Background: an optimization exercise with open tools, aiming at small area, a short achievable clock period and few clock cycles per item. Do not read the settings as production practice. Where RTL was checked, it was by simulation tests only, not by an equivalence proof against the original. Power and IR drop assume default switching activity.

==> flow/design.v <==
package dfs_pkg;
    localparam logic [1:0] REQ_EDGE   = 2'd0;
    localparam logic [1:0] REQ_VERTEX = 2'd1;
    localparam logic [1:0] REQ_SORT   = 2'd2;
    localparam logic [1:0] REQ_NONE   = 2'd3;
    localparam logic [1:0] KIND_VERTEX = 2'd0;
    localparam logic [1:0] KIND_BACK   = 2'd1;
    localparam logic [1:0] KIND_FULL   = 2'd2;
    localparam logic [1:0] KIND_ABORT  = 2'd3;
endpackage
module dfs_topological_sort_unit #(
    parameter int MAX_VERTICES = 16,
    parameter int MAX_EDGES = 32,
    parameter int KEY_BITS = 16
) (
    input  logic                i_clk,
    input  logic                i_rst_n,
    input  logic                start,
    output logic                busy,
    input  logic [1:0]          i_req_type,
    input  logic [KEY_BITS-1:0] i_from_key,
    input  logic [KEY_BITS-1:0] i_to_key,
    input  logic                i_cfg_valid,
    output logic                o_cfg_ready,
    input  logic                i_cfg_data,
    output logic                o_valid,
    output logic [1:0]          o_kind,
    output logic [15:0]         o_first_key,
    output logic [15:0]         o_second_key,
    output logic                o_last
);
    localparam int NV = 16;
    function automatic [31:0] first32(input [31:0] x);
        reg [31:0] p;
        begin
            p = x;
            p = p | (p << 1);
            p = p | (p << 2);
            p = p | (p << 4);
            p = p | (p << 8);
            p = p | (p << 16);
            first32 = x & ~(p << 1);
        end
    endfunction
    localparam int NE = 32;
    logic r_mode;
    assign o_cfg_ready = 1'b1;
    always_ff @(posedge i_clk) begin
        if (!i_rst_n) r_mode <= 1'b0;
        else if (i_cfg_valid) r_mode <= i_cfg_data;
    end
    logic        q_v;
    logic [1:0]  q_type;
    logic [15:0] q_from, q_to;
    always_ff @(posedge i_clk) begin
        q_v    <= i_rst_n && (busy || start);
        if (!busy) q_type <= i_req_type;
        q_from <= i_from_key;
        q_to   <= i_to_key;
    end
    logic [15:0] r_keys [NV];
    logic [4:0]  r_vcnt;
    logic [5:0]  r_ecnt;
    logic [3:0]  r_esrc [NE];
    logic [3:0]  r_edst [NE];
    logic [NV-1:0] vmask;
    logic [NV-1:0] a_m, b_m;
    logic          a_hit, b_hit, same;
    logic [3:0]    a_idx, b_idx;
    always_comb begin
        a_idx = '0; b_idx = '0;
        for (int i = 0; i < NV; i++) begin
            vmask[i] = 5'(i) < r_vcnt;
            a_m[i] = vmask[i] && r_keys[i] == q_from;
            b_m[i] = vmask[i] && r_keys[i] == q_to;
            if (a_m[i]) a_idx = a_idx | 4'(i);
            if (b_m[i]) b_idx = b_idx | 4'(i);
        end
        a_hit = |a_m;
        b_hit = |b_m;
    end
    assign same = q_from == q_to;
    logic       ld_edge, ld_vtx, q_sort;
    logic       add_a, add_b, e_full, v_full, e_ok, v_ok;
    assign ld_edge = q_v && q_type == dfs_pkg::REQ_EDGE;
    assign ld_vtx  = q_v && q_type == dfs_pkg::REQ_VERTEX;
    assign q_sort  = q_v && q_type == dfs_pkg::REQ_SORT;
    assign add_a   = !a_hit;
    assign add_b   = !b_hit && !same;
    assign e_full  = r_ecnt[5] || (r_vcnt[4] && (add_a || add_b))
                     || (r_vcnt == 5'd15 && add_a && add_b);
    assign v_full  = r_vcnt[4];
    assign e_ok    = ld_edge && !e_full;
    assign v_ok    = ld_vtx && !a_hit && !v_full;
    logic [3:0] w_src, w_dst, slot_b;
    assign slot_b = r_vcnt[3:0] + 4'(add_a);
    assign w_src = a_hit ? a_idx : r_vcnt[3:0];
    assign w_dst = b_hit ? b_idx : (same ? w_src : slot_b);
    logic [15:0] w_keys [NV];
    logic [3:0]  w_esrc [NE];
    logic [3:0]  w_edst [NE];
    logic        sort_go;
    logic [6:0]  r_pend;    
    logic          r_walk, r_emit;
    logic [3:0]    r_cur, r_sp;
    logic [4:0]    r_fcnt;
    logic [3:0]    r_arr [NV];
    logic [NV-1:0] r_vis;
    logic [NE-1:0] r_used, r_dgray;
    logic       x_v, x_last;
    logic [1:0] x_kind;
    logic [3:0] x_i1, x_i2;
    logic          walk_act;
    logic [NE-1:0] eq_src, eq_dst, m, pick;
    logic          any, isback;
    logic [3:0]    w;
    always_comb begin
        w = '0;
        isback = 1'b0;
        for (int e = 0; e < NE; e++) begin
            eq_src[e] = w_esrc[e] == r_cur;
            eq_dst[e] = w_edst[e] == r_cur;
            m[e] = eq_src[e] && !r_used[e];
        end
        pick = first32(m);
        any = |m;
        for (int e = 0; e < NE; e++) begin
            if (pick[e]) w = w | w_edst[e];
            if (pick[e] && (r_dgray[e] || eq_dst[e])) isback = 1'b1;
        end
    end
    assign walk_act = r_walk;
    assign sort_go = q_sort && !r_walk && !r_emit && r_pend == '0;
    logic [NV-1:0] white, rpick;
    logic          has_root;
    logic [3:0]    root;
    always_comb begin
        white = ~r_vis;
        rpick = 16'(first32(32'(white)));
        has_root = |white;
        root = '0;
        for (int i = 0; i < NV; i++) if (rpick[i]) root = root | 4'(i);
    end
    logic          stk_empty;
    logic [3:0]    parent;
    assign stk_empty = r_sp == 4'd15;
    assign parent = r_arr[r_sp + 4'd1];
    logic [3:0] fin_top;
    assign fin_top = r_arr[4'(r_fcnt - 5'd1)];
    assign busy = q_sort && !sort_go;
    always_ff @(posedge i_clk) begin
        if (sort_go) begin
            for (int i = 0; i < NV; i++) w_keys[i] <= r_keys[i];
            for (int e = 0; e < NE; e++) begin
                w_esrc[e] <= r_esrc[e];
                w_edst[e] <= r_edst[e];
            end
        end
        if (ld_edge && !r_ecnt[5]) begin
            r_esrc[r_ecnt[4:0]] <= w_src;
            r_edst[r_ecnt[4:0]] <= w_dst;
        end
        for (int i = 0; i < NV; i++) begin
            if ((ld_edge || ld_vtx) && add_a && 5'(i) == r_vcnt)
                r_keys[i] <= q_from;
            else if (ld_edge && add_b && (add_a ? 5'(i) == r_vcnt + 5'd1 : 5'(i) == r_vcnt))
                r_keys[i] <= q_to;
        end
    end
    logic sort_end;
    always_comb begin
        sort_end = 1'b0;
        if (walk_act) begin
            if (any) begin
                if (isback && r_mode) sort_end = 1'b1;
            end else if (stk_empty && !has_root && r_fcnt == '0) begin
                sort_end = 1'b1;
            end
        end
        if (r_emit && r_fcnt == 5'd1) sort_end = 1'b1;
    end
    always_ff @(posedge i_clk) begin
        if (!i_rst_n) begin
            r_vcnt <= '0; r_ecnt <= '0;
            r_walk <= 1'b0; r_emit <= 1'b0;
            r_cur <= '0; r_sp <= 4'd15; r_fcnt <= '0;
            x_v <= 1'b0; r_pend <= '0;
        end else begin
            x_v <= 1'b0;
            if (e_ok) begin
                r_vcnt <= r_vcnt + 5'(add_a) + 5'(add_b);
                r_ecnt <= r_ecnt + 6'd1;
            end
            if (v_ok) r_vcnt <= r_vcnt + 5'd1;
            if (sort_go) begin
                r_vcnt <= '0; r_ecnt <= '0;
                r_walk <= r_vcnt != '0;
                r_vis <= ~vmask | 16'd1;
                for (int e = 0; e < NE; e++) r_used[e] <= 6'(e) >= r_ecnt;
                r_dgray <= '0;
            end
            if (!r_walk && !r_emit && r_pend != '0) begin
                x_v <= 1'b1; x_kind <= dfs_pkg::KIND_FULL; x_last <= 1'b1;
            end
            r_pend <= r_pend + 7'((ld_edge && e_full) || (ld_vtx && !a_hit && v_full))
                      - 7'(!r_walk && !r_emit && r_pend != '0);
            if (walk_act) begin
                r_walk <= 1'b1;
                r_dgray <= r_dgray | eq_dst;
                if (any) begin
                    r_used <= r_used | pick;
                    if (isback) begin
                        x_v <= 1'b1; x_i1 <= r_cur; x_i2 <= w;
                        x_kind <= r_mode ? dfs_pkg::KIND_ABORT : dfs_pkg::KIND_BACK;
                        x_last <= r_mode;
                    end else begin
                        r_arr[r_sp] <= r_cur;
                        r_sp <= r_sp - 4'd1;
                        r_cur <= w;
                        r_vis[w] <= 1'b1;
                    end
                end else begin
                    r_used <= r_used | eq_dst;
                    if (!stk_empty) begin
                        r_arr[r_fcnt[3:0]] <= r_cur;
                        r_fcnt <= r_fcnt + 5'd1;
                        r_cur <= parent;
                        r_sp <= r_sp + 4'd1;
                    end else if (has_root) begin
                        r_arr[r_fcnt[3:0]] <= r_cur;
                        r_fcnt <= r_fcnt + 5'd1;
                        r_cur <= root;
                        r_vis[root] <= 1'b1;
                    end else begin
                        x_v <= 1'b1; x_i1 <= r_cur;
                        x_kind <= dfs_pkg::KIND_VERTEX;
                        x_last <= r_fcnt == '0;
                        r_walk <= 1'b0;
                        r_emit <= 1'b1;
                    end
                end
            end
            if (r_emit) begin
                x_v <= 1'b1; x_i1 <= fin_top;
                x_kind <= dfs_pkg::KIND_VERTEX;
                x_last <= r_fcnt == 5'd1;
                r_fcnt <= r_fcnt - 5'd1;
            end
            if (sort_end) begin
                r_walk <= 1'b0; r_emit <= 1'b0;
                r_cur <= '0; r_sp <= 4'd15; r_fcnt <= '0;
            end
        end
    end
    assign o_valid = x_v;
    assign o_kind = x_kind;
    assign o_last = x_last;
    assign o_first_key = (x_kind == dfs_pkg::KIND_FULL) ? 16'h0 : w_keys[x_i1];
    assign o_second_key = x_kind[0] ? w_keys[x_i2] : 16'h0;
endmodule
==> flow/config.mk <==
export PLATFORM = sky130hd
export DESIGN_NAME = dfs_topological_sort_unit
export DESIGN_NICKNAME = dfs_topological_sort_unit
export VERILOG_FILES = /design/flow/design.v
export SDC_FILE = /design/flow/constraint.sdc
export NUM_CORES = 4
export LEC_CHECK = 0
export ABC_CLOCK_PERIOD_IN_PS = 4000
export CAP_MARGIN = 20
export CORE_MARGIN = 2
export CORE_UTILIZATION = 55
export SETUP_SLACK_MARGIN = 5
export SLEW_MARGIN = 20
==> flow/constraint.sdc <==
create_clock -name core_clock -period 10.0 [get_ports {i_clk}]
set_input_delay 2.0000 -clock core_clock [delete_from_list [all_inputs] [get_ports {i_clk}]]
set_output_delay 2.0000 -clock core_clock [all_outputs]
set_load 0.01 [all_outputs]
run.sh (not shown) runs the stock make flow with config.mk's settings and CLKGATE_MAP_FILE= SYNTH_SCRIPT=/design/flow/synth_recipe.tcl, a recipe that flattens the netlist after the stock synthesis.
Next try:
--- a/flow/design.v
+++ b/flow/design.v
@@ -51,8 +51,10 @@
     end
     logic        q_v;
+    logic        q_s;       
     logic [1:0]  q_type;
     logic [15:0] q_from, q_to;
     always_ff @(posedge i_clk) begin
         q_v    <= i_rst_n && (busy || start);
+        q_s    <= i_rst_n && (busy || (start && i_req_type == dfs_pkg::REQ_SORT));
         if (!busy) q_type <= i_req_type;
         q_from <= i_from_key;
@@ -102,4 +104,5 @@
     logic        sort_go;
     logic [6:0]  r_pend;    
+    logic        r_fullev;  
     logic          r_walk, r_emit;
     logic [3:0]    r_cur, r_sp;
@@ -131,5 +134,6 @@
     end
     assign walk_act = r_walk;
-    assign sort_go = q_sort && !r_walk && !r_emit && r_pend == '0;
+    logic r_free;
+    assign sort_go = q_s && r_free;
     logic [NV-1:0] white, rpick;
     logic          has_root;
@@ -148,5 +152,5 @@
     logic [3:0] fin_top;
     assign fin_top = r_arr[4'(r_fcnt - 5'd1)];
-    assign busy = q_sort && !sort_go;
+    assign busy = q_s && !r_free;
     always_ff @(posedge i_clk) begin
         if (sort_go) begin
@@ -180,4 +184,27 @@
         if (r_emit && r_fcnt == 5'd1) sort_end = 1'b1;
     end
+    logic       final_pop, drain, n_walk, n_emit, n_fullev;
+    logic [6:0] n_pend;
+    assign final_pop = walk_act && !any && stk_empty && !has_root;
+    assign drain = !r_walk && !r_emit && r_pend != '0;
+    always_comb begin
+        n_walk = r_walk;
+        n_emit = r_emit;
+        if (sort_go) n_walk = r_vcnt != '0;
+        if (final_pop) begin
+            n_walk = 1'b0;
+            n_emit = 1'b1;
+        end
+        if (sort_end) begin
+            n_walk = 1'b0;
+            n_emit = 1'b0;
+        end
+        n_fullev = (ld_edge && e_full) || (ld_vtx && !a_hit && v_full);
+        n_pend = r_pend + 7'(r_fullev) - 7'(drain);
+    end
+    always_ff @(posedge i_clk) begin
+        if (!i_rst_n) r_free <= 1'b1;
+        else r_free <= !n_walk && !n_emit && n_pend == '0 && !n_fullev;
+    end
     always_ff @(posedge i_clk) begin
         if (!i_rst_n) begin
@@ -185,5 +212,5 @@
             r_walk <= 1'b0; r_emit <= 1'b0;
             r_cur <= '0; r_sp <= 4'd15; r_fcnt <= '0;
-            x_v <= 1'b0; r_pend <= '0;
+            x_v <= 1'b0; r_pend <= '0; r_fullev <= 1'b0;
         end else begin
             x_v <= 1'b0;
@@ -203,6 +230,6 @@
                 x_v <= 1'b1; x_kind <= dfs_pkg::KIND_FULL; x_last <= 1'b1;
             end
-            r_pend <= r_pend + 7'((ld_edge && e_full) || (ld_vtx && !a_hit && v_full))
-                      - 7'(!r_walk && !r_emit && r_pend != '0);
+            r_fullev <= n_fullev;
+            r_pend <= n_pend;
             if (walk_act) begin
                 r_walk <= 1'b1;
@@ -253,8 +280,14 @@
         end
     end
-    assign o_valid = x_v;
-    assign o_kind = x_kind;
-    assign o_last = x_last;
-    assign o_first_key = (x_kind == dfs_pkg::KIND_FULL) ? 16'h0 : w_keys[x_i1];
-    assign o_second_key = x_kind[0] ? w_keys[x_i2] : 16'h0;
+    always_ff @(posedge i_clk) begin
+        if (!i_rst_n) begin
+            o_valid <= 1'b0;
+        end else begin
+            o_valid <= x_v;
+        end
+        o_kind <= x_kind;
+        o_last <= x_last;
+        o_first_key <= (x_kind == dfs_pkg::KIND_FULL) ? 16'h0 : w_keys[x_i1];
+        o_second_key <= x_kind[0] ? w_keys[x_i2] : 16'h0;
+    end
 endmodule
The new run completed without violations. Via count fell by a few percent. Power rose by a few percent. Setup slack gets better by 110 ps. Global-route usage fell by 1.5 points. Cell area fell by a few percent. Critical path depth rose by 3. Final cell count fell slightly. Combinational power fell by a little under a tenth.
Testbench counts after the change, summed over its fixed seeds: cycles 4,978, sorts 160.
Only the layout flow was run in the first run of this note; the RTL was not checked for function there.

-- static timing again, ports no longer ideal --
In the flow no input, the clock included, has a driving cell. The finished layouts below were timed again as built, in two steps.
Step 1 assumes that a clkbuf_16 drives the clock port and a buf_2 every other input.
Step 2 moves the port delays by t, midway between the first and last clock arrival at a register: inputs arrive t later, outputs are due t later. That takes back most of the time a late clock gives input paths.
a / b / c = ideal / step 1 / step 2; a / b = the first two.
| run | t, ns | setup slack, ns | clock arrival spread, ns |
|---|---|---|---|
| the first run | 0.834 | 4.880 / 4.807 / 5.104 | 0.043 / 0.043 |
| the second run | 0.823 | 4.995 / 4.995 / 4.995 | 0.042 / 0.043 |
After both steps every run listed still meets setup and hold.
